This design comes from an exercise in tuning for a short achievable clock period and few clock cycles on the open sky130 flow, not from production work. Only simulation tests tie the RTL to the original design; equivalence was not proved. Power and IR drop assume default switching activity.

// lc4_top
module lc4_top (
   input  logic        gwe,
   input  logic        i_reset,
   input  logic [15:0] i_cur_insn,
   input  logic [15:0] i_cur_dmem_data,
   output logic [15:0] o_cur_pc,
   output logic [15:0] o_dmem_addr,
   output logic        o_dmem_we,
   output logic [15:0] o_dmem_wdata,
   output logic        o_trace_valid,
   output logic [15:0] o_trace_pc,
   output logic [15:0] o_trace_insn,
   output logic        o_trace_regfile_we,
   output logic [2:0]  o_trace_wsel,
   output logic [15:0] o_trace_wdata,
   output logic        o_trace_nzp_we,
   output logic [2:0]  o_trace_nzp_bits,
   output logic        o_trace_dmem_we,
   output logic [15:0] o_trace_dmem_addr,
   output logic [15:0] o_trace_dmem_data
);
==> flow/config.mk <==
export PLATFORM = sky130hd
export DESIGN_NAME = lc4_top
export DESIGN_NICKNAME = lc4_top
export VERILOG_FILES = /design/flow/design.v
export SDC_FILE = /design/flow/constraint.sdc
export NUM_CORES = 4
export LEC_CHECK = 0
export ABC_CLOCK_PERIOD_IN_PS = 2000
export CAP_MARGIN = 20
export CORE_MARGIN = 2
export CORE_UTILIZATION = 60
export SLEW_MARGIN = 20
==> flow/constraint.sdc <==
create_clock -name core_clock -period 8.0 [get_ports {gwe}]
set_input_delay 1.6000 -clock core_clock [delete_from_list [all_inputs] [get_ports {gwe}]]
set_output_delay 1.6000 -clock core_clock [all_outputs]
set_load 0.01 [all_outputs]
standard.sh (not shown) runs the stock make flow with config.mk's settings and CLKGATE_MAP_FILE= SYNTH_SCRIPT=/design/flow/synth_recipe.tcl, a recipe that flattens the netlist after the stock synthesis.
==> flow/flow/run.sh <==
#!/bin/bash
set -euo pipefail
bash standard.sh SETUP_SLACK_MARGIN=5.6 finish > standard_flow.log 2>&1
Testbench counts at the start, summed over its fixed seeds: cycles 12,766.
Then changed:
--- a/flow/config.mk
+++ b/flow/config.mk
@@ -9,4 +9,4 @@
 export CAP_MARGIN = 20
 export CORE_MARGIN = 2
-export CORE_UTILIZATION = 60
+export CORE_UTILIZATION = 40
 export SLEW_MARGIN = 20
Effect: Routed wire length hardly moves; via count falls by a few percent; core utilization drops by 25 points; worst hold slack gets better by 0.0046 ns; combinational power went up slightly; cell area goes up by a few percent; worst setup slack got worse by 0.040 ns.

---

indigo:
lc4_top, a different RTL version from the one above (not shown whole).
For scale: ~3200 cells after synthesis, about 720 flip-flops, about 170 I/O pins, roughly 32000 um2 of cells after synthesis.
// lc4_top
module lc4_top (
   input  logic        gwe,
   input  logic        i_reset,
   input  logic [15:0] i_cur_insn,
   input  logic [15:0] i_cur_dmem_data,
   output logic [15:0] o_cur_pc,
   output logic [15:0] o_dmem_addr,
   output logic        o_dmem_we,
   output logic [15:0] o_dmem_wdata,
   output logic        o_trace_valid,
   output logic [15:0] o_trace_pc,
   output logic [15:0] o_trace_insn,
   output logic        o_trace_regfile_we,
   output logic [2:0]  o_trace_wsel,
   output logic [15:0] o_trace_wdata,
   output logic        o_trace_nzp_we,
   output logic [2:0]  o_trace_nzp_bits,
   output logic        o_trace_dmem_we,
   output logic [15:0] o_trace_dmem_addr,
   output logic [15:0] o_trace_dmem_data
);
Settings: LEC_CHECK=0, ABC_CLOCK_PERIOD_IN_PS=2000, CAP_MARGIN=20, CORE_MARGIN=2, CORE_UTILIZATION=60, CTS_CLUSTER_DIAMETER=100, CTS_CLUSTER_SIZE=20, PLACE_DENSITY=0.72, SLEW_MARGIN=20; clock period 8.0 ns.
==> flow/flow/run.sh <==
#!/bin/bash
set -euo pipefail
bash standard.sh SETUP_SLACK_MARGIN=5.4 finish > standard_flow.log 2>&1
Testbench counts of indigo, summed over its fixed seeds: cycles 12,766.
The inputs of sierra differ from those of indigo as listed below.
# indigo
export LEC_CHECK = 0
export ABC_CLOCK_PERIOD_IN_PS = 2000
export CAP_MARGIN = 20
export CORE_MARGIN = 2
export CORE_UTILIZATION = 60
export CTS_CLUSTER_DIAMETER = 100
export CTS_CLUSTER_SIZE = 20
export PLACE_DENSITY = 0.72
export SLEW_MARGIN = 20
create_clock -name core_clock -period 8.0 [get_ports {gwe}]
# sierra
export LEC_CHECK = 0
export ABC_CLOCK_PERIOD_IN_PS = 2000
export CAP_MARGIN = 20
export CORE_MARGIN = 2
export CORE_UTILIZATION = 60
export CTS_CLUSTER_DIAMETER = 100
export CTS_CLUSTER_SIZE = 20
export PLACE_DENSITY = 0.72
export SLEW_MARGIN = 20
export TNS_END_PERCENT = 10
create_clock -name core_clock -period 8.0 [get_ports {gwe}]
==> flow/flow/run.sh <==
#!/bin/bash
set -euo pipefail
bash standard.sh SETUP_SLACK_MARGIN=5.6 finish > standard_flow.log 2>&1
Results
- Going from indigo to sierra, setup slack at placement lost 0.023 ns, design area lost about 1.5%, area of combinational cells with multiple inputs picked up an extra 0.51%, total clock network power neither gained nor lost much.
- Final worst setup slack: sierra and indigo compared, lower one is sierra
- In the flow results for sierra and indigo, the routed metal-1 wirelength is larger on sierra.
- Relative contribution of combinational cells to total power delta for sierra relative to indigo: 0.3 points lower
What amber does differently from sierra at the input level:
# sierra
export LEC_CHECK = 0
export ABC_CLOCK_PERIOD_IN_PS = 2000
export CAP_MARGIN = 20
export CORE_MARGIN = 2
export CORE_UTILIZATION = 60
export CTS_CLUSTER_DIAMETER = 100
export CTS_CLUSTER_SIZE = 20
export PLACE_DENSITY = 0.72
export SLEW_MARGIN = 20
export TNS_END_PERCENT = 10
create_clock -name core_clock -period 8.0 [get_ports {gwe}]
# amber
export LEC_CHECK = 0
export ABC_CLOCK_PERIOD_IN_PS = 2000
export CAP_MARGIN = 20
export CORE_MARGIN = 2
export CORE_UTILIZATION = 60
export CTS_CLUSTER_DIAMETER = 100
export CTS_CLUSTER_SIZE = 20
export PLACE_DENSITY = 0.72
export SLEW_MARGIN = 20
create_clock -name core_clock -period 8.0 [get_ports {gwe}]
==> comparison <==
Every run in the comparison, amber and sierra, completed the flow with a clean layout.
Summary — global-route wire length before repair, amber relative to sierra: higher, by 4500 um.
Looking at least setup slack across all paths after layout across both flows, amber is the stronger of the two, with sierra trailing.
amber vs. sierra: maximum clock insertion buffer count saw little to no change; time the worst path needs with I/O delays and setup saw a decrease; cell area saw an increase.
The inputs of fjord differ from those of amber as listed below.
# amber
export LEC_CHECK = 0
export ABC_CLOCK_PERIOD_IN_PS = 2000
export CAP_MARGIN = 20
export CORE_MARGIN = 2
export CORE_UTILIZATION = 60
export CTS_CLUSTER_DIAMETER = 100
export CTS_CLUSTER_SIZE = 20
export PLACE_DENSITY = 0.72
export SLEW_MARGIN = 20
create_clock -name core_clock -period 8.0 [get_ports {gwe}]
# fjord
export LEC_CHECK = 0
export ABC_CLOCK_PERIOD_IN_PS = 2000
export CAP_MARGIN = 20
export CORE_MARGIN = 2
export CORE_UTILIZATION = 60
export CTS_CLUSTER_DIAMETER = 100
export CTS_CLUSTER_SIZE = 20
export PLACE_DENSITY = 0.72
export SLEW_MARGIN = 20
export SYNTH_HIERARCHICAL = 1
export SYNTH_MINIMUM_KEEP_SIZE = 0
create_clock -name core_clock -period 8.0 [get_ports {gwe}]
Relative to amber, data arrival at the endpoint of the critical path increased by 2.39 ns in fjord. Diff amber -> fjord | post-synth net total | down slightly. On routed length per placed instance, amber and fjord are neck and neck. Of amber and fjord, amber shows the higher global routing met1 resource utilization, with fjord below it. Going from amber to fjord, the post-layout worst setup margin was found to have gone down by 0.30 ns. Of amber and fjord, fjord shows the lower xor and xnor area share after synthesis, with amber above it. TritonCTS sink count of fjord exceeds that of amber by a few percent.

==> what the ideal ports hide <==
No port has a modelled driver above. Below, the same layouts with a new extraction and two added sets of constraints. Step 1, drivers: a clkbuf_16 drives gwe and a buf_2 each remaining input, both assumed. Step 2, shift: input delay + t, output delay - t, t = (earliest + latest rising clock arrival at the registers) / 2. This alone moves slack from input paths to output paths. a / b / c = ideal ports / drivers / drivers and shift; a / b = the first two.
run	shift t [ns]	setup slack, ns	worst setup path after step 2	clock arrival spread, ns
the first run of note 1	0.678	5.239 / 5.239 / 4.833	input to register	0.024 / 0.025
the second run of note 1	0.702	5.199 / 5.199 / 4.759	input to register	0.037 / 0.037
indigo	0.672	5.266 / 5.212 / 4.708	input to register	0.034 / 0.034
sierra	0.665	5.213 / 5.223 / 4.583	input to register	0.029 / 0.030
amber	0.679	5.272 / 5.210 / 4.646	input to register	0.029 / 0.029
fjord	0.679	4.975 / 4.975 / 4.643	input to register	0.033 / 0.033
After both steps setup and hold are still met in every run listed. For sierra, which loses most, drivers alone change the setup slack by +0.010 ns; drivers and shift together by -0.630 ns.
